From an optimization exercise on the open Yosys and OpenROAD flow, aimed at small area and a short achievable clock period; shortcuts taken in it are not production practice.
No functional check of the RTL was part of any run shown here.
Power is estimated from default activity; no workload was simulated.

### design/flow/config.mk
export PLATFORM = sky130hd
export DESIGN_NAME = sb_top
export DESIGN_NICKNAME = sb_top
export VERILOG_FILES = /design/flow/design.v
export SDC_FILE = /design/flow/constraint.sdc
export NUM_CORES = 4
export LEC_CHECK = 0
export CAP_MARGIN = 20
export CORE_MARGIN = 2
export CORE_UTILIZATION = 40
export SLEW_MARGIN = 20
### design/flow/constraint.sdc
create_clock -name core_clock -period 5.5 [get_ports {clk}]
set_input_delay 1.1000 -clock core_clock [delete_from_list [all_inputs] [get_ports {clk}]]
set_output_delay 1.1000 -clock core_clock [all_outputs]
set_load 0.01 [all_outputs]
### design/flow/design.v
`timescale 1ns/1ps
module inst_decoder (
    input  logic [31:0] inst,
    output logic [3:0]  sel,
    output logic [4:0]  alu_op,
    output logic [4:0]  rd,
    output logic [4:0]  rs1,
    output logic [4:0]  rs2
);
    logic [6:0] opcode;
    logic [2:0] f3;
    logic [6:0] f7;
    logic       is_r, is_i, is_ld, is_st;
    logic       f7_zero, f7_alt, f7_one;
    logic       alu_r, alu_i, mem_ok;
    assign opcode  = inst[6:0];
    assign f3      = inst[14:12];
    assign f7      = inst[31:25];
    assign is_r    = (opcode == 7'b0110011);
    assign is_i    = (opcode == 7'b0010011);
    assign is_ld   = (opcode == 7'b0000011);
    assign is_st   = (opcode == 7'b0100011);
    assign f7_zero = (f7 == 7'h00);
    assign f7_alt  = (f7 == 7'h20);
    assign f7_one  = (f7 == 7'h01);
    assign alu_r  = is_r && (f7_zero || (f7_alt && (f3 == 3'h0 || f3 == 3'h5)));
    assign alu_i  = is_i && ((f3 == 3'h1) ? f7_zero :
                             (f3 == 3'h5) ? (f7_zero || f7_alt) : 1'b1);
    assign mem_ok = (is_ld && f3 != 3'h3 && f3 != 3'h6 && f3 != 3'h7) ||
                    (is_st && !f3[2] && f3[1:0] != 2'h3);
    assign sel[0] = alu_r || alu_i;
    assign sel[1] = mem_ok;
    assign sel[2] = is_r && f7_one && !f3[2];
    assign sel[3] = is_r && f7_one && f3[2];
    always_comb begin
        case (f3)
            3'h0: alu_op[3:0] = {3'b000, inst[30] & inst[5]};
            3'h1: alu_op[3:0] = 4'd2;
            3'h2: alu_op[3:0] = 4'd3;
            3'h3: alu_op[3:0] = 4'd4;
            3'h4: alu_op[3:0] = 4'd5;
            3'h5: alu_op[3:0] = {3'b011, inst[30]};
            3'h6: alu_op[3:0] = 4'd8;
            default: alu_op[3:0] = 4'd9;
        endcase
        alu_op[4] = !inst[5];
    end
    assign rd  = (inst[4] || !inst[5]) ? inst[11:7] : 5'd0;
    assign rs1 = inst[19:15];
    assign rs2 = inst[5] ? inst[24:20] : 5'd0;
endmodule
`timescale 1ns/1ps
`timescale 1ns/1ps
`timescale 1ns/1ps
`timescale 1ns/1ps
module sb_top (
    input  logic        clk,
    input  logic        rst,
    input  logic        inst_valid,
    input  logic [31:0] inst,
    input  logic [3:0]  fu_done,      
    output logic        issue_ok,
    output logic [18:0] read,
    output logic [8:0]  wb
);
    localparam int N = 4;
    logic [3:0] sel;
    logic [4:0] alu_op;
    logic [4:0] rd, rs1, rs2;
    inst_decoder decoder_i (
        .inst   (inst),
        .sel    (sel),
        .alu_op (alu_op),
        .rd     (rd),
        .rs1    (rs1),
        .rs2    (rs2)
    );
    logic [N-1:0]      busy_q;
    logic [N-1:0]      done_q;
    logic [N-1:0]      took_q;       
    logic [N-1:0]      w1_q;         
    logic [N-1:0]      w2_q;
    logic [N-1:0][4:0] dst_q;
    logic [N-1:0][4:0] s1_q;
    logic [N-1:0][4:0] s2_q;
    logic [N-1:0][N-1:0] m1_q;       
    logic [N-1:0][N-1:0] m2_q;
    logic [4:0]        op_alu_q;
    logic [3:0]        op_mem_q;
    logic [1:0]        op_mul_q;
    logic [1:0]        op_div_q;
    logic [N-1:0] dnz, e1, e2, f1, f2, waw_hit;
    logic [N-1:0] rdy1, rdy2, rreq, rg, war, wreq, wg, wake1, wake2;
    logic         waw, w1_new, w2_new, rdnz;
    assign rdnz = |rd;
    always_comb begin
        for (int u = 0; u < N; u++) begin
            dnz[u]     = |dst_q[u];
            waw_hit[u] = busy_q[u] && dnz[u] && (dst_q[u] == rd);
            e1[u]      = dnz[u] && (dst_q[u] == rs1);
            e2[u]      = dnz[u] && (dst_q[u] == rs2);
            f1[u]      = rdnz && (s1_q[u] == rd);
            f2[u]      = rdnz && (s2_q[u] == rd);
            rdy1[u]    = busy_q[u] && !took_q[u] && !w1_q[u];
            rdy2[u]    = busy_q[u] && !took_q[u] && !w2_q[u];
            rreq[u]    = rdy1[u] && rdy2[u];
        end
    end
    assign waw      = |waw_hit;
    assign issue_ok = |(sel & ~busy_q) && !waw;
    always_comb begin
        for (int u = 0; u < N; u++) begin
            war[u] = 1'b0;
            for (int j = 0; j < N; j++) begin
                if (j != u) war[u] = war[u] || (rdy1[j] && m1_q[j][u]) || (rdy2[j] && m2_q[j][u]);
            end
            wreq[u] = busy_q[u] && done_q[u] && !war[u];
        end
    end
    assign rg[0] = rreq[0];
    assign rg[1] = rreq[1] && !rreq[0];
    assign rg[2] = rreq[2] && !rreq[1] && !rreq[0];
    assign rg[3] = rreq[3] && !rreq[2] && !rreq[1] && !rreq[0];
    assign wg[0] = wreq[0];
    assign wg[1] = wreq[1] && !wreq[0];
    assign wg[2] = wreq[2] && !wreq[1] && !wreq[0];
    assign wg[3] = wreq[3] && !wreq[2] && !wreq[1] && !wreq[0];
    always_comb begin
        for (int j = 0; j < N; j++) begin
            wake1[j] = 1'b0;
            wake2[j] = 1'b0;
            for (int u = 0; u < N; u++) begin
                if (u != j) begin
                    wake1[j] = wake1[j] || (wg[u] && m1_q[j][u]);
                    wake2[j] = wake2[j] || (wg[u] && m2_q[j][u]);
                end
            end
        end
    end
    assign w1_new = |(busy_q & e1 & ~wg);
    assign w2_new = |(busy_q & e2 & ~wg);
    always_ff @(posedge clk or posedge rst) begin
        if (rst) begin
            busy_q <= '0;
        end else begin
            for (int j = 0; j < N; j++) begin
                busy_q[j] <= busy_q[j] ? !wg[j] : (inst_valid && sel[j] && !waw);
            end
        end
    end
    always_ff @(posedge clk) begin
        for (int j = 0; j < N; j++) begin
            if (busy_q[j]) begin
                done_q[j] <= done_q[j] || fu_done[j];
                took_q[j] <= took_q[j] || rg[j];
                w1_q[j]   <= w1_q[j] && !wake1[j];
                w2_q[j]   <= w2_q[j] && !wake2[j];
                for (int u = 0; u < N; u++) begin
                    if (u != j && !busy_q[u]) begin
                        m1_q[j][u] <= f1[j];
                        m2_q[j][u] <= f2[j];
                    end
                end
            end else begin
                done_q[j] <= 1'b0;
                took_q[j] <= 1'b0;
                w1_q[j]   <= w1_new;
                w2_q[j]   <= w2_new;
                dst_q[j]  <= rd;
                s1_q[j]   <= rs1;
                s2_q[j]   <= rs2;
                for (int u = 0; u < N; u++) begin
                    if (u != j) begin
                        m1_q[j][u] <= e1[u];
                        m2_q[j][u] <= e2[u];
                    end
                end
            end
        end
        if (!busy_q[0]) op_alu_q <= alu_op;
        if (!busy_q[1]) op_mem_q <= {inst[14:12], inst[5]};
        if (!busy_q[2]) op_mul_q <= inst[13:12];
        if (!busy_q[3]) op_div_q <= inst[13:12];
    end
    always_comb begin
        read = '0;
        if (rg[0])      read = {1'b1, 3'd1, op_alu_q,         s1_q[0], s2_q[0]};
        else if (rg[1]) read = {1'b1, 3'd2, 1'b0, op_mem_q,   s1_q[1], s2_q[1]};
        else if (rg[2]) read = {1'b1, 3'd3, 3'b000, op_mul_q, s1_q[2], s2_q[2]};
        else if (rg[3]) read = {1'b1, 3'd4, 3'b000, op_div_q, s1_q[3], s2_q[3]};
    end
    always_comb begin
        wb = '0;
        if (wg[0])      wb = {1'b1, 3'd1, dst_q[0]};
        else if (wg[1]) wb = {1'b1, 3'd2, dst_q[1]};
        else if (wg[2]) wb = {1'b1, 3'd3, dst_q[2]};
        else if (wg[3]) wb = {1'b1, 3'd4, dst_q[3]};
    end
endmodule
### design/flow/run.sh
#!/bin/bash
# synth_recipe.tcl (not shown) runs the flow's synth.tcl, then flattens the netlist and writes it again
# the make line also repeats each setting of config.mk as NAME=value (left out here)
make -C /OpenROAD-flow-scripts/flow DESIGN_CONFIG=/design/flow/config.mk WORK_HOME=/design/flow/orfs CLKGATE_MAP_FILE= SYNTH_SCRIPT=/design/flow/synth_recipe.tcl finish
==> reports/qor.csv, run 1 <==
metric,value,unit
Net Sw Frac,37.11,%
post-DP HPWL,15980,µm
final setup violation count,0,
internal power,0.002619,W
Reg power frac,37.8,%
grt ovf,0,
Critical Path End Type,primary output,
WL final,22290,µm
initial antenna violation count,0,
minimum clock period,4808,ps
H-tree levels,4,
"EDFF count, synth",97,
NetSw,0.001546,W
NumNets Final,768,
Routed Antenna Nets,0,
synthesized area per cell,10.29,µm²
Max Cap Viol,0,
crit path cell chain,clkdlybuf4s50_1 -> nand2b_1 -> nand2_1 -> buf_4 -> o211a_1 -> nand4b_1 -> nand4_1 -> a31oi_1 -> clkdlybuf4s50_1,
R2R Path Start,busy_q[0],
HP Class,register to register,
crit path kind,input pin to primary output,
relative slew slack,22.70,%
postcts setup bufs,0,
# rows,48,
"slowest stage delay, CP",570,ps
Clk pwr share,27.5,%
Worst Tran Pin Value,1151,ps
I/O pin cnt,68,
largest net degree at the start of global routing,27,
Initial Util,40.50,%
Worst Skew,12.05,ps
first-iteration detailed-routing DRC count,515,
CTS tree,done,
R2R setup slack,2420,ps
"most used cell, CP",clkdlybuf4s50_1,
post-DR vias/cell,5.933,
Mapped Area,6933,µm²
Post-synth ARST share,3.419,%
worst r2r dst,w1_q[0],
arrival time worst endpoint,3710,ps
Mapped Nets,713,
max-slew violation count,0,
share of layout cells above drive strength 1,11.32,%
CP endpoint,issue_ok,
GRT Util Overall,25.01,%
CP max stage cell,clkdlybuf4s50_1,
combinational fraction of design power,34.7,%
drc violations,0,
Crit. Startpoint,inst[4],
hold_buf cts,0,
RSZ-0062 raised after global routing,no,
Worst R2R Path Depth,6,
Worst-Skew Late Latency,430,ps
cts repair resizes,0,
Fin Setup TNS,0,ps
maximum vdd ir drop,0.2557,mV
Final GP Congestion,0.9787,
Core Region,17120,µm²
clk sink count,117,
fin crit share,87.41,%
ys flop type,edfxtp_1,
CTS buffer count,17,
pwr/cell area,493.6,nW/µm²
Clock Pin Slew Worst Setup and Hold Paths,60,ps
drt first pass iters,8,
crit start category,input pin,
Final Hold Fails,0,
Levels on crit path,9,
status,no timing/DRC/antenna violations,
die height,135.7,µm
Crit path buffers/inverters,3,
antenna cells,0,
Worst Path Max Fanout,11,
Final WS setup,692.2,ps
vias in the first global route,5528,
f_max,208.0,MHz
Via Count,5737,
Worst EP required,4400,ps
count of buffers from port buffering,67,
post-synthesis sequential area ratio,48.08,%
Die Area,18400,µm²
Setup WS pre-CTS,717.6,ps
root buffer cell,clkbuf_16,
fin util,49.30,%
first-pass GRT wire length,33550,µm
synth unique cells,76,
wire length per cell,23.05,µm
#FFs+latches synth,117,
area of placed instances,7811,µm²
Post-Syn Instances,674,
Die W,135.7,µm
yosys warns,2,
leakage dissipation,3.001,nW
clk buf depth,2,
Worst path top cell family by delay,buffers and inverters,
area grow syn2layout,21.71,%
final instance area,8438,µm²
[sequential cells by signal (all words and copies together), names as in the netlist, 5 cells and up]
name / cells
dst_q: 20
s1_q: 20
s2_q: 20
m1_q: 12
m2_q: 12
op_alu_q: 5
[metal layers]
| layer | routed length [µm] | GRT usage (%) | share of wire, % |
|---|---|---|---|
| met5 | 0 | 0 | 0 |
| met4 | 539 | 9.086 | 2.4 |
| met3 | 1459 | 5.911 | 6.5 |
| met2 | 10800 | 40.60 | 48 |
| met1 | 9494 | 32.68 | 43 |
[worst min path at each step]
stage / from / to / depth (start not counted)
after global placement: took_q[2] / took_q[2] / 2
final: took_q[2] / took_q[2] / 2
after global routing: done_q[2] / done_q[2] / 2
after floorplan: took_q[2] / took_q[2] / 2
after detailed placement: took_q[2] / took_q[2] / 2
after CTS: took_q[2] / took_q[2] / 2
[cells in the mapped netlist, drive strengths merged (9+ instances only)]
cell type / number / area (µm²)
a21oi: 28 / 147.6
a221oi: 15 / 131.4
and2: 11 / 68.82
buf: 21 / 117.6
clkbuf: 27 / 101.4
dfxtp: 16 / 320.3
edfxtp: 97 / 2913
inv: 23 / 88.84
nand2: 44 / 167.7
nand2b: 25 / 161.4
nand3: 20 / 100.1
nand4: 17 / 121.4
nor2: 48 / 187.7
nor3: 21 / 115.1
nor4: 10 / 113.9
nor4bb: 9 / 90.09
o21ai: 46 / 245.2
o2bb2ai: 13 / 113.9
or3: 9 / 56.30
xnor2: 50 / 437.9
xor2: 28 / 245.2
[worst register-to-register path, cell delays in order (launching register included)]
cell and delay, ps:
dfrtp_1 770, nand2_1 280, nor4_4 920, buf_4 350, o31ai_2 130, o221a_2 370
a22oi_1 180
[power by group through the flow]
stage,clock [W],sequential [W],combinational [W]
floorplan,0,0.00140,0.000913
global placement,0,0.00157,0.00143
detailed placement,0,0.00158,0.00145
CTS,0.00116,0.00156,0.00145
global route,0.00120,0.00160,0.00156
finish,0.00115,0.00157,0.00145
[cells by family after synthesis]
group | synth area share [%]
AND/OR/NAND/NOR | 20.30
AO/OA/AOI/OAI | 16.28
flip-flops | 48.08
XOR/XNOR | 9.854
buffers and inverters | 4.548
multiplexers | 0.9384
[area by class of cell]
cell class | instances | area (µm²)
well taps | 225 | 281.5
inverters | 25 | 96.34
fillers | 1554 | 8678
clock inverters | 9 | 72.57
clock buffers | 23 | 554.3
repair buffers | 84 | 798.3
flip-flops and latches | 117 | 3333
multi-input cells | 484 | 3302
[metrics by stage]
stage / total power [W] / hold WS (ps) / std cells
2_1_floorplan: 0.002317 / 428.0 / 674
3_3_place_gp: 0.002997 / 445.4 / 935
3_5_place_dp: 0.003025 / 452.4 / 935
4_1_cts: 0.004173 / 479.0 / 967
5_1_grt: 0.004355 / 501.9 / 967
6_report: 0.004165 / 473.6 / 967
[cells in the final DEF (no fill, tap or decap), drive strengths merged, types with 25 or more instances in the layout]
cell,n
xnor2,50
a21oi,28
nand2,44
o21ai,46
inv,27
nand2b,25
xor2,28
nor2,48
clkdlybuf4s50,67
edfxtp,97
==> run 2: changes to the inputs <==
--- a/design/flow/config.mk
+++ b/design/flow/config.mk
@@ -10,2 +10,3 @@
 export CORE_UTILIZATION = 40
+export SETUP_SLACK_MARGIN = 2.0
 export SLEW_MARGIN = 20
==> reports/qor.csv, run 2 <==
metric,value,unit
status,no timing/DRC/antenna violations,
Worst Tran Pin Value,979.1,ps
# rows,48,
Die W,135.7,µm
die height,135.7,µm
drc violations,0,
minimum clock period,3685,ps
arrival time worst endpoint,2590,ps
Mapped Nets,713,
grt ovf,0,
Final Hold Fails,0,
Die Area,18400,µm²
hold_buf cts,0,
cell accounting for the most synthesized area,edfxtp_1,
max-slew violation count,0,
ys flop type,edfxtp_1,
antenna cells,0,
clk sink count,117,
#FFs+latches synth,117,
Crit path buffers/inverters,4,
first-pass GRT wire length,35470,µm
top-count cell post-synth,edfxtp_1,
share of the synthesized area in the top cell type,42.01,%
Worst R2R Path Depth,6,
f_max,271.3,MHz
Crit. Startpoint,inst[5],
Initial Util,40.50,%
R2R Path Start,dst_q[2],
Final GP Congestion,0.9787,
Core Region,17120,µm²
Via Count,6075,
"EDFF count, synth",97,
fin util,54.23,%
"slowest stage delay, CP",240,ps
fin crit share,67.01,%
pwr/cell area,474.3,nW/µm²
Routed Antenna Nets,0,
Post-Syn Instances,674,
HP Class,register to register,
"most common cell after layout, fill and taps aside",edfxtp_1,
Worst path top cell family by delay,simple AND/OR/NAND/NOR gates,
CP max stage cell,nand4_1,
count of buffers from port buffering,67,
Critical Path End Type,primary output,
Fin Setup TNS,0,ps
Worst-Skew Late Latency,430,ps
crit path cell chain,buf_6 -> nor2b_4 -> buf_6 -> buf_12 -> nor2_1 -> o32ai_1 -> nand4_1 -> nand4_1 -> a31oi_4 -> buf_6,
largest net degree at the start of global routing,27,
Levels on crit path,10,
CTS buffer count,17,
H-tree levels,4,
post-synthesis sequential area ratio,48.08,%
CP endpoint,issue_ok,
first-iteration detailed-routing DRC count,538,
vias in the first global route,5881,
post-DR vias/cell,5.864,
top flop regs,"dst_q (20), s1_q (20), s2_q (20)",
Worst Skew,13.95,ps
I/O pin cnt,68,
placed insts,935,
initial antenna violation count,0,
share of layout cells above drive strength 1,29.47,%
area grow syn2layout,33.87,%
"non-filler cells, final",1036,
Post-synth ARST share,3.419,%
synthesized area per cell,10.29,µm²
"most used cell, CP",buf_6,
WL final,23970,µm
Max Cap Viol,0,
clk buf depth,2,
Worst Path Max Fanout,6,
Clock Pin Slew Worst Setup and Hold Paths,60,ps
R2R setup slack,2920,ps
relative slew slack,34.12,%
leakage dissipation,3.548,nW
NumNets Final,837,
synth unique cells,76,
yosys warns,2,
root buffer cell,clkbuf_16,
synth top area cells,"edfxtp_1 42%, xnor2_1 6.3%, dfxtp_1 4.6%",
Post-synth top cells,"97 x edfxtp_1, 50 x xnor2_1, 47 x nor2_1",
most frequent cells in the layout,"97 x edfxtp_1, 71 x buf_4, 50 x xnor2_1",
CTS tree,done,
final setup violation count,0,
Worst EP required,4400,ps
wire length per cell,23.14,µm
crit path kind,input pin to primary output,
GRT Util Overall,26.43,%
drt first pass iters,7,
post-DP HPWL,15980,µm
crit start category,input pin,
maximum vdd ir drop,0.2798,mV
worst r2r dst,w1_q[2],
Mapped Area,6933,µm²
hold depth,2,
RSZ-0062 raised after global routing,yes,
==> run 2: cell counts after synthesis <==
No cell type changed its count.
==> run 2: worst min-delay path by stage <==
stage / startpoint / end
after CTS: done_q[2] / done_q[2]
after detailed placement: took_q[2] / took_q[2]
final: done_q[0] / done_q[0]
after global routing: done_q[2] / done_q[2]
after global placement: took_q[2] / took_q[2]
after floorplan: took_q[2] / took_q[2]
==> run 2: logic make-up after synthesis <==
kind of cell | synth area share, %
and+or+nand+nor | 20.30
AOI/OAI and AO/OA | 16.28
DFF | 48.08
xor gates and xnor gates | 9.854
buffers and inverters | 4.548
muxes | 0.9384
==> run 2: power breakdown <==
group / switching [W] / total, W / internal [W]
clock: 0.000434 / 0.00115 / 0.000717
sequential: 0.000283 / 0.00156 / 0.00128
combinational: 0.000947 / 0.00169 / 0.000741
total: 0.00166 / 0.00440 / 0.00274
==> run 2: worst min-delay path: cells and delay by family, from the launching register on <==
family           cells  cell delay, ps
flip-flops           1             330
AND/OR/NAND/NOR      2             120
==> run 2: area by class of cell <==
class	instances	area, µm²
Clock buffer	23	554.3
Clock inverter	9	72.57
Fill cell	1496	7835
Inverter	25	100.1
Multi-Input combinational cell	484	3641
Sequential cell	117	3347
Tap cell	225	281.5
Timing Repair Buffer	153	1285
==> run 2: through the flow <==
stage / setup WS [ps] / area [µm²] / hold WS, ps / power (W)
final: 1815 / 9281 / 484.1 / 0.004402
after global placement: 741.6 / 7811 / 445.4 / 0.002997
after global routing: 1771 / 9281 / 501.9 / 0.004586
after detailed placement: 717.6 / 7811 / 452.4 / 0.003025
after CTS: 1635 / 9000 / 482.0 / 0.004283
after floorplan: 2015 / 6933 / 428.0 / 0.002317
==> run 2: what timing repair did <==
| item | in CTS | in global routing |
|---|---|---|
| buffers inserted | 44 | 24 |
| pin swaps | 23 | 16 |
| resized for setup | 125 | 102 |
| cloned | 1 | 0 |
| endpoints found under the setup margin | 29 | 22 |
==> run 2: metal layers <==
metal	up-vias	global-route usage (%)	routed length, µm	part of all wire [%]
li1	2767	-	-	-
met1	3005	33.62	10170	42
met2	248	42.56	11510	48
met3	55	6.734	1500	6.3
met4	0	11.75	791	3.3
met5	-	0	0	0
==> run 3: changes to the inputs <==
--- a/design/flow/config.mk
+++ b/design/flow/config.mk
@@ -10,3 +10,3 @@
 export CORE_UTILIZATION = 40
-export SETUP_SLACK_MARGIN = 2.0
+export SETUP_SLACK_MARGIN = 1.0
 export SLEW_MARGIN = 20
==> reports/qor.csv, run 3 <==
metric,value,unit
status,no timing/DRC/antenna violations,
"non-filler cells, final",974,
I/O pin cnt,68,
grt ovf,0,
RSZ-0062 raised after global routing,no,
final setup violation count,0,
first-pass GRT wire length,33640,µm
share of layout cells above drive strength 1,12.95,%
drc violations,0,
HP Class,register to register,
Post-synth ARST share,3.419,%
most frequent cells in the layout,"97 x edfxtp_1, 63 x clkdlybuf4s50_1, 50 x xnor2_1",
Die W,135.7,µm
relative slew slack,24.20,%
crit start category,register,
Reg power frac,37.8,%
Core Region,17120,µm²
post-DR vias/cell,5.940,
initial antenna violation count,0,
antenna cells,0,
internal power,0.002628,W
Net Sw Frac,37.07,%
WL final,22390,µm
Worst-Skew Late Latency,430,ps
NumNets Final,775,
top flop regs,"dst_q (20), s1_q (20), s2_q (20)",
ys flop type,edfxtp_1,
clk sink count,117,
synthesized area per cell,10.29,µm²
hold_buf cts,0,
vias in the first global route,5549,
clk buf depth,2,
Worst Path Max Fanout,20,
"EDFF count, synth",97,
fin crit share,77.98,%
"most common cell after layout, fill and taps aside",edfxtp_1,
Max Cap Viol,0,
cell accounting for the most synthesized area,edfxtp_1,
Critical Path End Type,primary output,
CTS tree,done,
placed insts,935,
arrival time worst endpoint,3190,ps
combinational fraction of design power,34.8,%
CTS buffer count,17,
synth top area cells,"edfxtp_1 42%, xnor2_1 6.3%, dfxtp_1 4.6%",
first-iteration detailed-routing DRC count,463,
wire length per cell,22.99,µm
pwr/cell area,489.7,nW/µm²
yosys warns,2,
Mapped Area,6933,µm²
Reg area,3334,µm²
minimum clock period,4289,ps
root buffer cell,clkbuf_16,
Post-synth top cells,"97 x edfxtp_1, 50 x xnor2_1, 47 x nor2_1",
area grow syn2layout,22.99,%
fin util,49.82,%
H-tree levels,4,
count of buffers from port buffering,67,
post-synthesis sequential area ratio,48.08,%
GRT Util Overall,25.10,%
Clk pwr share,27.5,%
drt first pass iters,5,
Multi-input gate area,3323,µm²
Worst Tran Pin Value,1129,ps
crit path kind,register to primary output,
Initial Util,40.50,%
leakage dissipation,3.092,nW
Fin Setup TNS,0,ps
Routed Antenna Nets,0,
top-count cell post-synth,edfxtp_1,
maximum vdd ir drop,0.2567,mV
share of the synthesized area in the top cell type,42.01,%
Final Hold Fails,0,
Mapped Nets,713,
Clock Pin Slew Worst Setup and Hold Paths,60,ps
NetSw,0.001548,W
Worst EP required,4400,ps
Post-Syn Instances,674,
Final GP Congestion,0.9787,
max-slew violation count,0,
Die Area,18400,µm²
post-DP HPWL,15980,µm
synth unique cells,76,
Layout fillers,1540,
f_max,233.2,MHz
die height,135.7,µm
largest net degree at the start of global routing,27,
# rows,48,
Via Count,5786,
Worst Skew,12.51,ps
#FFs+latches synth,117,
## run 3: final cells by class
class                           count  area share [%]
Clock buffer                       23           6.500
Timing Repair Buffer               91           10.14
Inverter                           25           1.130
Multi-Input combinational cell    484           38.97
Sequential cell                   117           39.10
Clock inverter                      9          0.8511
Tap cell                          225           3.302
## run 3: cell families (layout without fill, tap and decap cells)
family,count (synthesis),in the layout,share of synthesized area (%)
AO/OA/AOI/OAI,159,159,16.28
buffers and inverters,73,148,4.548
flip-flops,117,117,48.08
AND/OR/NAND/NOR,241,241,20.30
multiplexers,6,6,0.9384
XOR/XNOR,78,78,9.854
## run 3: timing repair
action	CTS	global route
setup endpoints to repair	6	7
buffers inserted	2	5
pin swaps	2	1
resized for setup	3	9
## run 3: critical path, cell delays in order (launching register included)
cell	delay, ps
dfrtp_2	610
nor4bb_1	480
nor4_4	90
nand2_2	310
nand3_1	120
a311oi_1	460
a21o_1	140
clkdlybuf4s50_1	540
## run 3: path summary, 6_finish.rpt
| path | start | end | slack (ps) | cells after the start |
|---|---|---|---|---|
| max | busy_q[0] | wb[2] | 1210 | 7 |
| min | took_q[2] | took_q[2] | 480 | 2 |
| max reg2reg | busy_q[2] | w1_q[0] | 2630 | 8 |
| min reg2reg | took_q[2] | took_q[2] | 480 | 2 |
| max in group asynchronous | rst | busy_q[0] | 4470 | 2 |
| min in group asynchronous | rst | busy_q[0] | 870 | 2 |
## run 3: power groups by stage
| stage | Sequential, W | Clock [W] | Combinational, W |
|---|---|---|---|
| floorplan | 0.00140 | 0 | 0.000913 |
| global placement | 0.00157 | 0 | 0.00143 |
| detailed placement | 0.00158 | 0 | 0.00145 |
| CTS | 0.00156 | 0.00116 | 0.00145 |
| global route | 0.00160 | 0.00120 | 0.00157 |
| finish | 0.00158 | 0.00115 | 0.00145 |
## run 3: metrics by stage
step	power (W)	instance area, µm²	hold WS [ps]	setup WS [ps]
final	0.004176	8527	476.3	1211
after floorplan	0.002317	6933	428.0	2015
after detailed placement	0.003025	7811	452.4	717.6
after global routing	0.004369	8527	501.9	1003
after global placement	0.002997	7811	445.4	741.6
after CTS	0.004176	8464	479.0	940.3
## run 3: routing by layer
layer	up-vias	share of wire, %	GRT usage [%]
met5	-	0	0
met4	0	2.8	9.259
met3	51	6.5	5.911
met2	248	48	40.68
met1	2849	42	32.80
li1	2638	-	-
==> run 4: changes to the inputs <==
--- a/design/flow/config.mk
+++ b/design/flow/config.mk
@@ -10,3 +10,3 @@
 export CORE_UTILIZATION = 40
-export SETUP_SLACK_MARGIN = 1.0
+export SETUP_SLACK_MARGIN = 3.0
 export SLEW_MARGIN = 20
==> reports/qor.csv, run 4 <==
metric,value,unit
status,no timing/DRC/antenna violations,
root buffer cell,clkbuf_16,
share of layout cells above drive strength 1,41.47,%
Initial Util,40.50,%
crit start category,input pin,
Post-synth ARST share,3.419,%
first-iteration detailed-routing DRC count,705,
maximum vdd ir drop,0.2910,mV
RSZ-0062 raised after global routing,yes,
minimum clock period,3634,ps
crit path kind,input pin to primary output,
Fin Hold WS,484.5,ps
Max Cap Viol,0,
fin crit share,66.07,%
synthesized area per cell,10.29,µm²
pwr/cell area,488.4,nW/µm²
post-DR vias/cell,5.998,
antenna cells,0,
Worst Tran Pin Value,580.1,ps
arrival time worst endpoint,2530,ps
Hold Startpoint,done_q[3],
first-pass GRT wire length,38140,µm
f_max,275.2,MHz
worst r2r dst,w2_q[3],
synth unique cells,76,
most frequent cells in the layout,"97 x edfxtp_1, 80 x buf_4, 50 x xnor2_1, 50 x buf_6",
Post-synth top cells,"97 x edfxtp_1, 50 x xnor2_1, 47 x nor2_1",
Via Count,6484,
clk sink count,117,
# rows,48,
yosys warns,2,
final setup violation count,0,
drt first pass iters,5,
grt ovf,0,
Die Area,18400,µm²
NumNets Final,883,
top-count cell post-synth,edfxtp_1,
fin util,60.29,%
share of the synthesized area in the top cell type,42.01,%
CTS buffer count,17,
Worst Skew,12.90,ps
die height,135.7,µm
"most used cell, CP",buf_6,
leakage dissipation,3.930,nW
ys flop type,edfxtp_1,
crit path cell chain,buf_6 -> or3_4 -> nor4_4 -> a21oi_1 -> or4_4 -> a31oi_4 -> buf_6,
relative slew slack,60.97,%
"EDFF count, synth",97,
Final Hold Fails,0,
Worst path top cell family by delay,simple AND/OR/NAND/NOR gates,
CTS tree,done,
initial antenna violation count,0,
area grow syn2layout,48.84,%
Crit path buffers/inverters,2,
count of buffers from port buffering,67,
Clock Pin Slew Worst Setup and Hold Paths,50,ps
WHS Endpoint,done_q[3],
HP Class,register to register,
Worst-Skew Late Latency,420,ps
#FFs+latches synth,117,
vias in the first global route,6436,
Critical Path End Type,primary output,
largest net degree at the start of global routing,27,
post-DP HPWL,15830,µm
Fin Setup TNS,0,ps
"most common cell after layout, fill and taps aside",edfxtp_1,
R2R setup slack,2760,ps
GRT Util Overall,28.27,%
Post-Syn Instances,674,
Mapped Area,6933,µm²
Die W,135.7,µm
I/O pin cnt,68,
Worst Path Max Fanout,2,
Final GP Congestion,0.9811,
wire length per cell,24.22,µm
Core Region,17120,µm²
Worst R2R Path Depth,11,
post-synthesis sequential area ratio,48.08,%
hold depth,2,
R2R Path Start,busy_q[3],
H-tree levels,4,
top flop regs,"dst_q (20), s1_q (20), s2_q (20)",
CP max stage cell,or4_4,
WL final,26190,µm
Worst EP required,4400,ps
Routed Antenna Nets,0,
hold_buf cts,0,
"slowest stage delay, CP",450,ps
max-slew violation count,0,
drc violations,0,
cell accounting for the most synthesized area,edfxtp_1,
clk buf depth,2,
synth top area cells,"edfxtp_1 42%, xnor2_1 6.3%, dfxtp_1 4.6%",
Mapped Nets,713,
[run 4: cell types whose count changed in the layout (fill, tap and decap cells not counted), moves of 12 or more]
cell,previous run,this run
buf_4,23,80
clkdlybuf4s50_1,63,6
buf_6,1,50
buf_2,0,23
a221oi_1,15,3
nand2_1,43,31
[run 4: report_power, final]
part	internal [W]	switching [W]
sequential	0.00128	0.000322
clock	0.000744	0.000390
combinational	0.00111	0.00119
total	0.00314	0.00190
[run 4: worst max-delay path by stage]
stage | from | depth (start not counted) | endpoint | slack [ps]
6_report | inst[27] | 7 | issue_ok | 1870
5_1_grt | inst[5] | 9 | issue_ok | 1780
4_1_cts | inst[27] | 7 | issue_ok | 1660
3_5_place_dp | inst[5] | 9 | issue_ok | 460
3_3_place_gp | inst[5] | 9 | issue_ok | 580
2_1_floorplan | inst[26] | 5 | issue_ok | 2090
[run 4: final cells by class]
cell class,instances,area (µm²)
Timing Repair Buffer,198,1834
Multi-Input combinational cell,485,4158
Clock buffer,18,429.2
Clock inverter,13,163.9
Tap cell,225,281.5
Sequential cell,117,3356
Fill cell,1351,6798
Inverter,25,96.34
[run 4: per-layer routing]
metal / part of all wire [%] / wire length [µm] / GRT usage [%]
met2: 48 / 12550 / 45.96
met4: 4.3 / 1118 / 13.31
met1: 40 / 10460 / 35.76
met3: 7.9 / 2057 / 6.435
met5: 0 / 0 / 0
[run 4: cells by family (layout without fill, tap and decap cells)]
logic type	Yosys count	count (layout)	synth area share, %
AND/OR/NAND/NOR	241	242	20.30
AO/OA/AOI/OAI	159	159	16.28
flip-flops	117	117	48.08
XOR/XNOR	78	78	9.854
buffers and inverters	73	254	4.548
multiplexers	6	6	0.9384
[run 4: metrics by stage]
step,setup slack [ps],instances,total power (W),cell area (µm²)
2_1_floorplan,2090,674,0.002484,7300
3_3_place_gp,575.9,934,0.003119,8070
3_5_place_dp,464.3,934,0.003136,8070
4_1_cts,1662,1040,0.004774,9757
5_1_grt,1782,1081,0.005239,10320
6_report,1866,1081,0.005039,10320
[run 4: tightest hold or removal path, delay by kind of cell (launching register included)]
family	cells	cell delay, ps
flops	1	330
simple gates	2	120
[run 4: repair_timing]
item | in CTS | in global routing
buffers inserted | 73 | 41
setup endpoints to repair | 78 | 56
pin swaps | 36 | 37
cloned | 2 | 0
resized for setup | 314 | 104
==> run 5: changes to the inputs <==
--- a/design/flow/config.mk
+++ b/design/flow/config.mk
@@ -10,3 +10,3 @@
 export CORE_UTILIZATION = 40
-export SETUP_SLACK_MARGIN = 3.0
+export SETUP_SLACK_MARGIN = 2.5
 export SLEW_MARGIN = 20
==> reports/qor.csv, run 5 <==
metric,value,unit
Reg power frac,33.1,%
drt first pass iters,7,
combinational fraction of design power,44.4,%
relative slew slack,29.02,%
HP Class,register to register,
Worst Skew,9.828,ps
clk sink count,117,
top flop regs,"dst_q (20), s1_q (20), s2_q (20)",
Initial Util,40.50,%
arrival time worst endpoint,2630,ps
grt ovf,0,
Routed Antenna Nets,0,
"most common cell after layout, fill and taps aside",edfxtp_1,
post-synthesis sequential area ratio,48.08,%
CTS buffer count,17,
most frequent cells in the layout,"97 x edfxtp_1, 63 x buf_4, 54 x buf_6",
share of the synthesized area in the top cell type,42.01,%
final instance area,9809,µm²
Setup WS pre-CTS,638.0,ps
antenna cells,0,
Post-synth top cells,"97 x edfxtp_1, 50 x xnor2_1, 47 x nor2_1",
initial antenna violation count,0,
fin crit share,67.84,%
Mapped Nets,713,
synth unique cells,76,
share of layout cells above drive strength 1,35.44,%
WL final,25220,µm
Worst-Skew Late Latency,430,ps
drc violations,0,
Final WS setup,1769,ps
Core Region,17120,µm²
Mapped Area,6933,µm²
area grow syn2layout,41.49,%
# rows,48,
crit path kind,register to primary output,
internal power,0.002911,W
first-pass GRT wire length,37080,µm
die height,135.7,µm
minimum clock period,3731,ps
max-slew violation count,0,
Post-Syn Instances,674,
vias in the first global route,6278,
synth top area cells,"edfxtp_1 42%, xnor2_1 6.3%, dfxtp_1 4.6%",
final setup violation count,0,
f_max,268.0,MHz
Worst Path Max Fanout,4,
#FFs+latches synth,117,
Max Cap Viol,0,
clk buf depth,2,
NetSw,0.001861,W
count of buffers from port buffering,67,
yosys warns,2,
hold_buf cts,0,
Fin Setup TNS,0,ps
cell accounting for the most synthesized area,edfxtp_1,
H-tree levels,4,
Clock Pin Slew Worst Setup and Hold Paths,60,ps
Via Count,6420,
Die Area,18400,µm²
crit start category,register,
Post-synth ARST share,3.419,%
Layout fillers,1429,
first-iteration detailed-routing DRC count,654,
Final GP Congestion,1.032,
Worst Tran Pin Value,1058,ps
Die W,135.7,µm
NumNets Final,864,
status,no timing/DRC/antenna violations,
I/O pin cnt,68,
wire length per cell,23.73,µm
leakage dissipation,3.798,nW
Net Sw Frac,39.00,%
CTS tree,done,
post-DP HPWL,15610,µm
RSZ-0062 raised after global routing,yes,
Critical Path End Type,primary output,
post-DR vias/cell,6.040,
area of placed instances,7820,µm²
root buffer cell,clkbuf_16,
ys flop type,edfxtp_1,
Final Hold Fails,0,
"EDFF count, synth",97,
Worst EP required,4400,ps
largest net degree at the start of global routing,27,
Clk pwr share,22.5,%
maximum vdd ir drop,0.2692,mV
pwr/cell area,486.5,nW/µm²
top-count cell post-synth,edfxtp_1,
GRT Util Overall,27.45,%
synthesized area per cell,10.29,µm²
run 5: cell count changes in the layout (fill, tap and decap cells not counted), sizes merged, moves of 3 or more:
cell / before / now
dlymetal6s2s: 4 / 8
buf: 170 / 147
bufinv: 4 / 1
clkdlybuf4s15: 6 / 2
clkdlybuf4s50: 6 / 12
inv: 23 / 27
run 5: cells by family (layout without fill, tap and decap cells):
logic type | Yosys count | count (layout) | synth area share [%]
mux | 6 | 6 | 0.9384
simple gates | 241 | 241 | 20.30
flops | 117 | 117 | 48.08
buf+inv | 73 | 237 | 4.548
compound gates | 159 | 159 | 16.28
xor+xnor | 78 | 78 | 9.854
run 5: repair_timing:
| item | in CTS | in global routing |
|---|---|---|
| buffers inserted | 67 | 26 |
| pin swaps | 26 | 25 |
| gates resized for setup | 259 | 98 |
| setup endpoints to repair | 56 | 39 |
| gates cloned | 3 | 0 |
run 5: final timing paths:
kind                           start   endpoint  slack [ps]  cells after the start
setup / recovery           busy_q[3]      wb[4]        1770                      9
hold / removal             done_q[2]  done_q[2]         480                      2
setup reg to reg           busy_q[3]    w2_q[3]        2700                     10
hold reg to reg            done_q[2]  done_q[2]         480                      2
max in group asynchronous        rst  busy_q[2]        4460                      2
min in group asynchronous        rst  busy_q[3]         860                      2
run 5: routing by layer:
layer	wire length, µm	track usage (%)
met3	2053	6.285
met4	1096	12.56
met1	10230	35.89
met5	0	0
met2	11840	43.43
run 5: layout make-up:
class                   instances  area [µm²]  area share, %
multi-input cells             484        3832          39.07
flip-flops and latches        117        3349          34.15
repair buffers                180        1675          17.08
clock buffers                  17       425.4          4.337
well taps                     225       281.5          2.870
clock inverters                15       148.9          1.518
inverters                      25       96.34         0.9821
run 5: critical path: stages (launching register included):
cell and delay, ps:
dfrtp_2 440, and4bb_2 280, nor4_4 390, and2_4 260, buf_6 100, buf_6 90
nand2_2 50, a311oi_2 280, a21o_1 170, buf_2 150
run 5: power groups by stage:
stage / sequential [W] / combinational [W] / clock (W)
6_report: 0.00158 / 0.00212 / 0.00108
2_1_floorplan: 0.00140 / 0.000914 / 0
5_1_grt: 0.00160 / 0.00223 / 0.00113
3_5_place_dp: 0.00158 / 0.00145 / 0
3_3_place_gp: 0.00157 / 0.00144 / 0
4_1_cts: 0.00156 / 0.00184 / 0.00108
run 5: through the flow:
step                cells  hold WS (ps)  power, W  util, %
finish               1063         483.9  0.004772    57.31
global route         1063         499.2  0.004952    57.31
CTS                  1037         484.9  0.004482    54.50
detailed placement    935         463.8  0.003025    45.69
global placement      935         452.2  0.003011    45.69
floorplan             674         428.0  0.002318        -
==> run 6: changes to the inputs <==
--- a/design/flow/config.mk
+++ b/design/flow/config.mk
@@ -7,2 +7,3 @@
 export LEC_CHECK = 0
+export ABC_AREA = 1
 export CAP_MARGIN = 20
@@ -10,3 +11,3 @@
 export CORE_UTILIZATION = 40
-export SETUP_SLACK_MARGIN = 2.5
+export SETUP_SLACK_MARGIN = 2.0
 export SLEW_MARGIN = 20
==> reports/qor.csv, run 6 <==
metric,value,unit
status,no timing/DRC/antenna violations,
grt ovf,0,
I/O pin cnt,68,
vias in the first global route,6054,
"non-filler cells, final",1175,
first-pass GRT wire length,36360,µm
Reg area,3341,µm²
Post-synth top cells,"197 x nand2_1, 106 x inv_1, 97 x edfxtp_1",
NumNets Final,981,
synth unique cells,40,
#FFs+latches synth,117,
Worst-Skew Late Latency,420,ps
Critical Path End Type,primary output,
top-count cell post-synth,nand2_1,
wire length per cell,21.00,µm
most frequent cells in the layout,"190 x nand2_1, 101 x inv_1, 97 x edfxtp_1",
largest net degree at the start of global routing,25,
Post-Synth Adder-Cell Area,0,%
ys flop type,edfxtp_1,
antenna cells,0,
top flop regs,"dst_q (20), s1_q (20), s2_q (20)",
"most common cell after layout, fill and taps aside",nand2_1,
Post-synth ARST share,3.419,%
leakage dissipation,3.951,nW
f_max,271.0,MHz
Core Region,16700,µm²
H-tree levels,4,
root buffer cell,clkbuf_16,
Clock Pin Slew Worst Setup and Hold Paths,60,ps
synthesized area per cell,8.280,µm²
CTS buffer count,17,
Worst EP required,4400,ps
post-synthesis mux area share,0,%
die height,135.0,µm
post-synthesis sequential area ratio,48.56,%
post-synthesis xor/xnor area fraction,4.721,%
Worst Tran Pin Value,570.9,ps
area grow syn2layout,31.43,%
GRT Util Overall,27.31,%
Layout fillers,1547,
first-iteration detailed-routing DRC count,724,
RSZ-0062 raised after global routing,yes,
yosys warns,2,
final instance area,9021,µm²
share of layout cells above drive strength 1,17.28,%
clk buf depth,2,
drc violations,0,
WL final,24680,µm
Multi-input gate area,3164,µm²
Die W,135.0,µm
Worst Path Max Fanout,11,
total power,0.002632,W
initial antenna violation count,0,
post-DP HPWL,16710,µm
crit start category,input pin,
Worst Skew,6.272,ps
Final GP Congestion,0.9595,
synth top area cells,"edfxtp_1 42%, nand2_1 11%, inv_1 5.8%",
Max Cap Viol,0,
Mapped Area,6864,µm²
max-slew violation count,0,
final setup violation count,0,
post-synthesis compound-gate area fraction,11.48,%
Fin Setup TNS,0,ps
Setup WS pre-CTS,503.3,ps
CTS tree,done,
maximum vdd ir drop,0.2227,mV
largest family of logic cells by synthesized area,simple AND/OR/NAND/NOR gates,
arrival time worst endpoint,2590,ps
crit path kind,input pin to primary output,
"EDFF count, synth",97,
Final Hold Fails,0,
count of buffers from port buffering,67,
Routed Antenna Nets,0,
Post-Syn Instances,829,
Mapped Nets,868,
HP Class,register to register,
drt first pass iters,5,
cell accounting for the most synthesized area,edfxtp_1,
area of placed instances,7752,µm²
Via Count,6574,
# rows,47,
minimum clock period,3690,ps
relative slew slack,61.82,%
clk sink count,117,
share of the synthesized area in the top cell type,42.44,%
placed insts,1100,
pwr/cell area,291.8,nW/µm²
Final WS setup,1810,ps
Initial Util,41.10,%
post-DR vias/cell,5.595,
simple-gate share of the synthesized area,26.18,%
Die Area,18220,µm²
fin crit share,67.10,%
## run 6: cell types whose count changed after synthesis, moves of 10 or more
cell and delta:
xnor2_1 -32, nand3_1 +34, nand2b_1 -23, o2bb2ai_1 -13, nor2_1 +23, nor3_1 -10, o22ai_1 +20, and2_1 -11
inv_1 +84, nand2_1 +154, nand4_1 +17, clkbuf_1 -14
## run 6: cell families after synthesis
kind of cell | after synthesis
XOR/XNOR | 37
flip-flops | 117
AO/OA/AOI/OAI | 128
AND/OR/NAND/NOR | 397
buffers and inverters | 150
## run 6: worst paths after layout
path	to	slack, ps	cells past startpoint	startpoint
worst max-delay path	issue_ok	1810	13	inst[5]
worst min-delay path	done_q[3]	450	2	done_q[3]
worst max register to register	w2_q[0]	3460	12	busy_q[1]
worst min register to register	done_q[3]	450	2	done_q[3]
max in group asynchronous	busy_q[1]	4430	2	rst
min in group asynchronous	busy_q[0]	880	2	rst
## run 6: final cells by class
class	count	area share, %
clock buffers	19	4.910
repair buffers	123	12.80
flip-flops and latches	117	37.03
repair inverters	1	0.09709
multi-input cells	563	35.08
inverters	119	5.395
well taps	220	3.051
clock inverters	13	1.637
## run 6: repair_timing
| item | 4_1_cts | 5_1_grt |
|---|---|---|
| buffers inserted | 29 | 11 |
| pin swaps | 12 | 14 |
| resized for setup | 113 | 39 |
| endpoints found under the setup margin | 29 | 13 |
| hold buffers | 0 | 0 |
| cloned | 2 | 1 |
## run 6: worst max-delay path: stages
cell and delay [ps]:
clkbuf_4 160, buf_8 110, inv_2 30, nor2_1 120, nor2_1 50, buf_4 180
o21ai_0 150, a21oi_1 60, nand3_1 90, nand2_1 90, nor2_4 140, o21a_1 170
buf_2 140
## run 6: per-stage QoR
| step | utilization, % | hold WS [ps] |
|---|---|---|
| 5_1_grt | 54.02 | 464.7 |
| 4_1_cts | 52.84 | 448.4 |
| 6_report | 54.02 | 447.2 |
| 3_3_place_gp | 46.42 | 430.4 |
| 2_1_floorplan | - | 409.4 |
| 3_5_place_dp | 46.42 | 434.1 |
## run 6: power breakdown
part	total (W)	leakage (nW)	internal, W	switching [W]
Sequential	0.00110	1.27	0.00104	0.0000655
Combinational	0.000416	2.40	0.000164	0.000251
Clock	0.00111	0.288	0.000684	0.000428
## run 6: per-layer routing
layer | vias to the layer above | wire [µm] | global-route usage [%]
li1 | 3055 | - | -
met3 | 67 | 1972 | 4.880
met5 | - | 0 | 0
met1 | 3114 | 10330 | 36.86
met2 | 338 | 11490 | 43.57
met4 | 0 | 884 | 11.23
==> run 7: changes to the inputs <==
--- a/design/flow/config.mk
+++ b/design/flow/config.mk
@@ -7,6 +7,8 @@
 export LEC_CHECK = 0
-export ABC_AREA = 1
 export CAP_MARGIN = 20
 export CORE_MARGIN = 2
-export CORE_UTILIZATION = 40
+export CORE_UTILIZATION = 60
+export CTS_BUF_LIST = sky130_fd_sc_hd__clkbuf_4 sky130_fd_sc_hd__clkbuf_8
+export CTS_CLUSTER_DIAMETER = 100
+export CTS_CLUSTER_SIZE = 40
 export SETUP_SLACK_MARGIN = 2.0
==> reports/qor.csv, run 7 <==
metric,value,unit
Crit. Startpoint,inst[5],
first-iteration detailed-routing DRC count,996,
fin util,81.41,%
Post-Syn Instances,674,
f_max,263.4,MHz
Fin Setup TNS,0,ps
Hold Startpoint,done_q[3],
crit start category,input pin,
Core Region,11370,µm²
share of the synthesized area in the top cell type,42.01,%
WL met2,11880,µm
Worst Tran Pin Value,757.3,ps
Die W,111.5,µm
Mapped Area,6933,µm²
Layout fillers,635,
WHS Endpoint,done_q[3],
wire length per cell,26.66,µm
ys flop type,edfxtp_1,
RSZ-0062 raised after global routing,yes,
first-pass GRT wire length,35380,µm
cell accounting for the most synthesized area,edfxtp_1,
Post-synth top cells,"97 x edfxtp_1, 50 x xnor2_1, 47 x nor2_1",
synth unique cells,76,
Final GP Congestion,1.009,
area grow syn2layout,33.51,%
Worst R2R Path Depth,6,
WL final,25490,µm
drc violations,0,
crit path kind,input pin to primary output,
count of buffers from port buffering,67,
antenna cells,0,
highest routed layer,met5,
share of layout cells above drive strength 1,30.75,%
Via Count,6602,
HP Class,register to register,
minimum clock period,3796,ps
synthesized area per cell,10.29,µm²
yosys warns,2,
WL met3,2906,µm
grt ovf,0,
Critical Path End Type,primary output,
"most common cell after layout, fill and taps aside",edfxtp_1,
top-count cell post-synth,edfxtp_1,
max-slew violation count,0,
fin crit share,69.02,%
total power,0.004432,W
top flop regs,"dst_q (20), s1_q (20), s2_q (20)",
Post-synth ARST share,3.419,%
Final WS setup,1704,ps
GRT Util Overall,37.96,%
clk sink count,117,
status,no timing/DRC/antenna violations,
hold_buf cts,0,
relative slew slack,48.98,%
initial antenna violation count,1,
vias in the first global route,6198,
worst r2r dst,w1_q[2],
leakage dissipation,3.631,nW
Multi-input gate area,3737,µm²
Worst Path Max Fanout,5,
Reg area,3344,µm²
I/O pin cnt,68,
Clock Pin Slew Worst Setup and Hold Paths,70,ps
CTS tree,done,
Initial Util,60.98,%
post-synthesis sequential area ratio,48.08,%
Setup WS pre-CTS,631.8,ps
drt first pass iters,7,
final setup violation count,0,
hold depth,2,
die height,111.5,µm
#FFs+latches synth,117,
clk buf depth,2,
Routed Antenna Nets,0,
Die Area,12430,µm²
arrival time worst endpoint,2700,ps
"EDFF count, synth",97,
Worst-Skew Late Latency,460,ps
R2R Path Start,dst_q[3],
R2R setup slack,2940,ps
# rows,39,
synth top area cells,"edfxtp_1 42%, xnor2_1 6.3%, dfxtp_1 4.6%",
H-tree levels,4,
Final Hold Fails,0,
maximum vdd ir drop,0.3609,mV
NumNets Final,839,
pwr/cell area,478.8,nW/µm²
root buffer cell,clkbuf_8,
post-DP HPWL,14480,µm
Max Cap Viol,0,
CTS buffer count,17,
Worst EP required,4400,ps
post-DR vias/cell,6.906,
Metal-1 WL,8787,µm
Mapped Nets,713,
most frequent cells in the layout,"97 x edfxtp_1, 59 x buf_4, 50 x xnor2_1",
largest net degree at the start of global routing,28,
Worst Skew,10.58,ps
-- run 7: worst max-delay path, cell delays in order --
cell and delay (ps):
buf_8 110, nor2b_4 120, buf_6 120, buf_4 140
a311oi_2 230, a21oi_1 80, nand4_1 130, nand4_1 260
a31oi_1 250, buf_2 160
-- run 7: through the flow --
step                std cells  instance area [µm²]  hold WS [ps]
floorplan                 674                 6933         428.0
global placement          852                 7695         443.2
global route              956                 9256         502.7
detailed placement        852                 7695         450.2
finish                    956                 9256         487.4
CTS                       920                 8708         475.7
-- run 7: worst max-delay path by stage --
stage | slack, ps | end
after floorplan | 2020 | issue_ok
after global placement | 690 | issue_ok
after detailed placement | 630 | issue_ok
after CTS | 1600 | issue_ok
after global routing | 1690 | issue_ok
final | 1700 | issue_ok
-- run 7: layer usage --
metal,vias to the layer above,global-route usage [%]
li1,2769,-
met1,3132,47.08
met2,537,61.46
met3,162,9.690
met4,2,20.33
met5,-,0
-- run 7: cell type report --
| cell class | instances | share of cell area [%] |
|---|---|---|
| inverter | 25 | 1.041 |
| sequential | 117 | 36.13 |
| clock buffer | 20 | 2.974 |
| tap | 143 | 1.933 |
| multi-input combinational | 485 | 40.38 |
| timing repair buffer | 154 | 15.65 |
| clock inverter | 12 | 1.892 |
-- run 7: repair_timing --
| item | in CTS | in global routing |
|---|---|---|
| resized for setup | 151 | 108 |
| pin swaps | 19 | 22 |
| gates cloned | 3 | 2 |
| setup endpoints to repair | 28 | 23 |
| hold endpoints to repair | 0 | 0 |
| buffers inserted | 33 | 33 |
-- run 7: logic make-up after synthesis --
group	share of synthesized area (%)
xor+xnor	9.854
mux	0.9384
flops	48.08
compound gates	16.28
simple gates	20.30
buf+inv	4.548
-- run 7: power by group --
group	switching, W	internal [W]
Combinational	0.00105	0.000896
Sequential	0.000303	0.00128
Clock	0.000373	0.000529
Total	0.00173	0.00270
==> run 8: changes to the inputs <==
--- a/design/flow/design.v
+++ b/design/flow/design.v
@@ -7,3 +7,5 @@
     output logic [4:0]  rs1,
-    output logic [4:0]  rs2
+    output logic [4:0]  rs2,
+    output logic        has_rd,
+    output logic        has_rs2
 );
@@ -47,5 +49,7 @@
     end
-    assign rd  = (inst[4] || !inst[5]) ? inst[11:7] : 5'd0;
-    assign rs1 = inst[19:15];
-    assign rs2 = inst[5] ? inst[24:20] : 5'd0;
+    assign has_rd  = inst[4] || !inst[5];
+    assign has_rs2 = inst[5];
+    assign rd      = inst[11:7];
+    assign rs1     = inst[19:15];
+    assign rs2     = inst[24:20];
 endmodule
@@ -69,28 +73,32 @@
     logic [4:0] rd, rs1, rs2;
+    logic       has_rd, has_rs2;
     inst_decoder decoder_i (
-        .inst   (inst),
-        .sel    (sel),
-        .alu_op (alu_op),
-        .rd     (rd),
-        .rs1    (rs1),
-        .rs2    (rs2)
+        .inst    (inst),
+        .sel     (sel),
+        .alu_op  (alu_op),
+        .rd      (rd),
+        .rs1     (rs1),
+        .rs2     (rs2),
+        .has_rd  (has_rd),
+        .has_rs2 (has_rs2)
     );
-    logic [N-1:0]      busy_q;
-    logic [N-1:0]      done_q;
-    logic [N-1:0]      took_q;       
-    logic [N-1:0]      w1_q;         
-    logic [N-1:0]      w2_q;
-    logic [N-1:0][4:0] dst_q;
-    logic [N-1:0][4:0] s1_q;
-    logic [N-1:0][4:0] s2_q;
+    logic [N-1:0]        busy_q;
+    logic [N-1:0]        done_q;
+    logic [N-1:0]        r1_q;       
+    logic [N-1:0]        r2_q;
+    logic [N-1:0]        w1_q;       
+    logic [N-1:0]        w2_q;
+    logic [N-1:0][4:0]   dst_q;
+    logic [N-1:0][4:0]   s1_q;
+    logic [N-1:0][4:0]   s2_q;
     logic [N-1:0][N-1:0] m1_q;       
     logic [N-1:0][N-1:0] m2_q;
-    logic [4:0]        op_alu_q;
-    logic [3:0]        op_mem_q;
-    logic [1:0]        op_mul_q;
-    logic [1:0]        op_div_q;
-    logic [N-1:0] dnz, e1, e2, f1, f2, waw_hit;
-    logic [N-1:0] rdy1, rdy2, rreq, rg, war, wreq, wg, wake1, wake2;
+    logic [4:0]          op_alu_q;
+    logic [3:0]          op_mem_q;
+    logic [1:0]          op_mul_q;
+    logic [1:0]          op_div_q;
+    logic [N-1:0] dnz, e1, e2, f1, f2, waw_hit, fire;
+    logic [N-1:0] rreq, rg, war, wreq, wg, wake1, wake2;
     logic         waw, w1_new, w2_new, rdnz;
-    assign rdnz = |rd;
+    assign rdnz = has_rd && (|rd);
     always_comb begin
@@ -100,12 +108,11 @@
             e1[u]      = dnz[u] && (dst_q[u] == rs1);
-            e2[u]      = dnz[u] && (dst_q[u] == rs2);
+            e2[u]      = dnz[u] && (dst_q[u] == rs2) && has_rs2;
             f1[u]      = rdnz && (s1_q[u] == rd);
             f2[u]      = rdnz && (s2_q[u] == rd);
-            rdy1[u]    = busy_q[u] && !took_q[u] && !w1_q[u];
-            rdy2[u]    = busy_q[u] && !took_q[u] && !w2_q[u];
-            rreq[u]    = rdy1[u] && rdy2[u];
-        end
-    end
-    assign waw      = |waw_hit;
+            rreq[u]    = r1_q[u] && r2_q[u];
+        end
+    end
+    assign waw      = has_rd && (|waw_hit);
     assign issue_ok = |(sel & ~busy_q) && !waw;
+    assign fire     = {N{inst_valid && !waw}} & sel & ~busy_q;
     always_comb begin
@@ -114,5 +121,5 @@
             for (int j = 0; j < N; j++) begin
-                if (j != u) war[u] = war[u] || (rdy1[j] && m1_q[j][u]) || (rdy2[j] && m2_q[j][u]);
-            end
-            wreq[u] = busy_q[u] && done_q[u] && !war[u];
+                if (j != u) war[u] = war[u] || (r1_q[j] && m1_q[j][u]) || (r2_q[j] && m2_q[j][u]);
+            end
+            wreq[u] = done_q[u] && !war[u];
         end
@@ -137,2 +144,4 @@
             end
+            wake1[j] = wake1[j] && w1_q[j];
+            wake2[j] = wake2[j] && w2_q[j];
         end
@@ -144,5 +153,18 @@
             busy_q <= '0;
+            done_q <= '0;
+            r1_q   <= '0;
+            r2_q   <= '0;
         end else begin
             for (int j = 0; j < N; j++) begin
-                busy_q[j] <= busy_q[j] ? !wg[j] : (inst_valid && sel[j] && !waw);
+                if (busy_q[j]) begin
+                    busy_q[j] <= !wg[j];
+                    done_q[j] <= !wg[j] && (done_q[j] || fu_done[j]);
+                    r1_q[j]   <= !wg[j] && ((r1_q[j] && !rg[j]) || wake1[j]);
+                    r2_q[j]   <= !wg[j] && ((r2_q[j] && !rg[j]) || wake2[j]);
+                end else begin
+                    busy_q[j] <= fire[j];
+                    done_q[j] <= 1'b0;
+                    r1_q[j]   <= fire[j] && !w1_new;
+                    r2_q[j]   <= fire[j] && !w2_new;
+                end
             end
@@ -153,4 +175,2 @@
             if (busy_q[j]) begin
-                done_q[j] <= done_q[j] || fu_done[j];
-                took_q[j] <= took_q[j] || rg[j];
                 w1_q[j]   <= w1_q[j] && !wake1[j];
@@ -164,9 +184,7 @@
             end else begin
-                done_q[j] <= 1'b0;
-                took_q[j] <= 1'b0;
                 w1_q[j]   <= w1_new;
                 w2_q[j]   <= w2_new;
-                dst_q[j]  <= rd;
+                dst_q[j]  <= has_rd ? rd : 5'd0;
                 s1_q[j]   <= rs1;
-                s2_q[j]   <= rs2;
+                s2_q[j]   <= has_rs2 ? rs2 : 5'd0;
                 for (int u = 0; u < N; u++) begin
--- a/design/flow/config.mk
+++ b/design/flow/config.mk
@@ -9,6 +9,3 @@
 export CORE_MARGIN = 2
-export CORE_UTILIZATION = 60
-export CTS_BUF_LIST = sky130_fd_sc_hd__clkbuf_4 sky130_fd_sc_hd__clkbuf_8
-export CTS_CLUSTER_DIAMETER = 100
-export CTS_CLUSTER_SIZE = 40
+export CORE_UTILIZATION = 40
 export SETUP_SLACK_MARGIN = 2.0
==> reports/qor.csv, run 8 <==
metric,value,unit
Mapped Area,6578,µm²
Max Cap Viol,0,
Layout fillers,1432,
yosys warns,2,
clk buf depth,2,
RSZ-0062 raised after global routing,yes,
Routed Antenna Nets,0,
pwr/cell area,405.3,nW/µm²
"non-filler cells, final",939,
count of buffers from port buffering,67,
status,no timing/DRC/antenna violations,
drc violations,0,
HP Class,register to register,
Initial Util,41.11,%
largest net degree at the start of global routing,26,
Die W,132.2,µm
"EDFF count, synth",97,
WL met3,1762,µm
Worst Skew,10.89,ps
# rows,46,
GRT Util Overall,24.29,%
Critical Path End Type,primary output,
WL met2,9860,µm
Multi-input gate area,2947,µm²
maximum vdd ir drop,0.3212,mV
synth top area cells,"edfxtp_1 44%, xor2_1 7.1%, xnor2_1 6.3%",
Worst EP required,4400,ps
synth unique cells,58,
antenna cells,0,
CTS tree,done,
Final GP Congestion,0.9430,
Clk pwr share,35.7,%
combinational fraction of design power,21.9,%
Worst-Skew Late Latency,430,ps
Die Area,17490,µm²
post-synthesis compound-gate area fraction,13.91,%
post-DP HPWL,14620,µm
largest family of logic cells by synthesized area,simple AND/OR/NAND/NOR gates,
leakage dissipation,3.312,nW
initial antenna violation count,0,
#FFs+latches synth,121,
wire length per cell,22.48,µm
post-synthesis mux area share,0,%
synthesized area per cell,10.73,µm²
crit path kind,input pin to primary output,
Mapped Nets,652,
final setup violation count,0,
Post-synth top cells,"97 x edfxtp_1, 53 x xor2_1, 47 x nor2_1, 47 x xnor2_1, 42 x o21ai_0",
"most common cell after layout, fill and taps aside",edfxtp_1,
I/O pin cnt,68,
NumNets Final,749,
placed insts,859,
post-synthesis xor/xnor area fraction,13.32,%
arrival time worst endpoint,2660,ps
post-synthesis sequential area ratio,52.81,%
Clock Pin Slew Worst Setup and Hold Paths,50,ps
Post-synth ARST share,13.22,%
f_max,266.2,MHz
Worst Tran Pin Value,939.7,ps
simple-gate share of the synthesized area,15.52,%
ys flop type,edfxtp_1,
internal power,0.002350,W
share of the synthesized area in the top cell type,44.28,%
Setup WS pre-CTS,657.9,ps
Core Region,16000,µm²
relative slew slack,37.29,%
root buffer cell,clkbuf_16,
Final WS setup,1744,ps
top flop regs,"dst_q (20), s1_q (20), s2_q (20)",
fin crit share,68.29,%
Post-Synth Adder-Cell Area,0,%
share of layout cells above drive strength 1,19.64,%
die height,132.2,µm
Reg power frac,42.4,%
Fin Setup TNS,0,ps
drt first pass iters,7,
highest routed layer,met4,
first-iteration detailed-routing DRC count,675,
post-DR vias/cell,5.909,
clk sink count,121,
most frequent cells in the layout,"97 x edfxtp_1, 53 x xor2_1, 47 x xnor2_1",
Final Hold Fails,0,
Via Count,5549,
max-slew violation count,0,
WL final,21110,µm
Metal-1 WL,8870,µm
minimum clock period,3756,ps
area grow syn2layout,28.57,%
cell accounting for the most synthesized area,edfxtp_1,
CTS buffer count,17,
vias in the first global route,5520,
Fin Hold WS,475.5,ps
Worst Path Max Fanout,3,
H-tree levels,4,
NetSw,0.001078,W
hold_buf cts,0,
crit start category,input pin,
top-count cell post-synth,edfxtp_1,
Reg area,3478,µm²
first-pass GRT wire length,32060,µm
Post-Syn Instances,613,
Net Sw Frac,31.44,%
grt ovf,0,
-- run 8: cell count changes in the layout (fill, tap and decap cells not counted), moves of 11 or more --
cell,change
o21ai_1,+13
buf_6,-11
clkdlybuf4s50_1,+11
xor2_1,+25
clkbuf_8,-20
dfrtp_1,+11
nand2b_1,-17
dlygate4sd2_1,+12
a222oi_1,+16
clkbuf_2,-14
clkbuf_16,+16
buf_4,-13
-- run 8: path summary, 6_finish.rpt --
path | cells past startpoint | slack [ps] | endpoint | from
hold reg to reg | 2 | 480 | w2_q[3] | w2_q[3]
setup / recovery | 6 | 1740 | issue_ok | inst[31]
hold / removal | 2 | 480 | w2_q[3] | w2_q[3]
setup reg to reg | 12 | 2480 | r2_q[1] | r2_q[0]
max in group asynchronous | 2 | 4010 | r1_q[1] | rst
min in group asynchronous | 2 | 1060 | busy_q[0] | rst
-- run 8: through the flow --
step	total power, W	instance area (µm²)	utilization, %
6_report	0.003428	8457	52.85
5_1_grt	0.003558	8457	52.85
4_1_cts	0.003391	8344	52.15
3_5_place_dp	0.002135	7353	45.96
3_3_place_gp	0.002126	7353	45.96
2_1_floorplan	0.001854	6585	-
-- run 8: cell type report --
cell class                 instances  share of cell area (%)
multi-input combinational        431                   34.84
inverter                          16                  0.7102
timing repair buffer             123                   12.47
tap                              216                   3.196
sequential                       121                   41.13
clock inverter                    15                   2.619
clock buffer                      17                   5.030
-- run 8: kinds of logic (layout without fill, tap and decap cells) --
| group | Yosys count | after routing |
|---|---|---|
| compound gates | 134 | 134 |
| simple gates | 197 | 197 |
| xor+xnor | 100 | 100 |
| buf+inv | 61 | 171 |
| flops | 121 | 121 |
-- run 8: power groups by stage --
stage | Sequential (W) | Combinational (W) | Clock (W)
floorplan | 0.00135 | 0.000502 | 0
global placement | 0.00146 | 0.000664 | 0
detailed placement | 0.00146 | 0.000673 | 0
CTS | 0.00145 | 0.000716 | 0.00123
global route | 0.00147 | 0.000811 | 0.00127
finish | 0.00145 | 0.000751 | 0.00122
-- run 8: per-layer routing --
layer  global-route usage, %  up-vias
met4                   10.39        0
met2                   37.99      293
met5                       0        -
li1                        -     2470
met3                   6.690       46
met1                   31.79     2740
-- run 8: worst max-delay path, cell delays in order --
cell and delay [ps]:
buf_6 90, or4_4 530, or4_4 430, a31o_4 240, a21boi_2 120, buf_2 140
-- run 8: timing repair --
action / in CTS / in global routing
pin swaps: 25 / 13
endpoints found under the setup margin: 25 / 8
gates resized for setup: 137 / 8
buffers inserted: 37 / 11

==> what the ideal ports hide <==
The flow's constraints put no driver on any port. The routed layouts listed below were extracted and timed again, unchanged, in two steps. Step 1 assumes that a clkbuf_16 drives the clock port and a buf_2 every other input. Step 2, shift: input delay + t, output delay - t, t = (earliest + latest rising clock arrival at the registers) / 2. This alone moves slack from input paths to output paths. Three values: no drivers, after step 1, after step 2; two values: the first two.
run | t, ns | slack for setup (ns) | latest minus earliest clock arrival (ns)
run 1 | 0.469 | 0.692 / 0.666 / 0.666 | 0.012 / 0.012
run 2 | 0.469 | 1.815 / 1.778 / 1.779 | 0.014 / 0.014
run 3 | 0.465 | 1.211 / 1.168 / 1.215 | 0.012 / 0.012
run 4 | 0.462 | 1.866 / 1.824 / 1.832 | 0.014 / 0.014
run 5 | 0.468 | 1.769 / 1.728 / 1.761 | 0.010 / 0.010
run 6 | 0.460 | 1.810 / 1.788 / 1.788 | 0.008 / 0.008
run 7 | 0.489 | 1.704 / 1.665 / 1.665 | 0.011 / 0.011
run 8 | 0.464 | 1.744 / 1.700 / 1.705 | 0.012 / 0.011
After both steps every run listed still meets setup and hold.
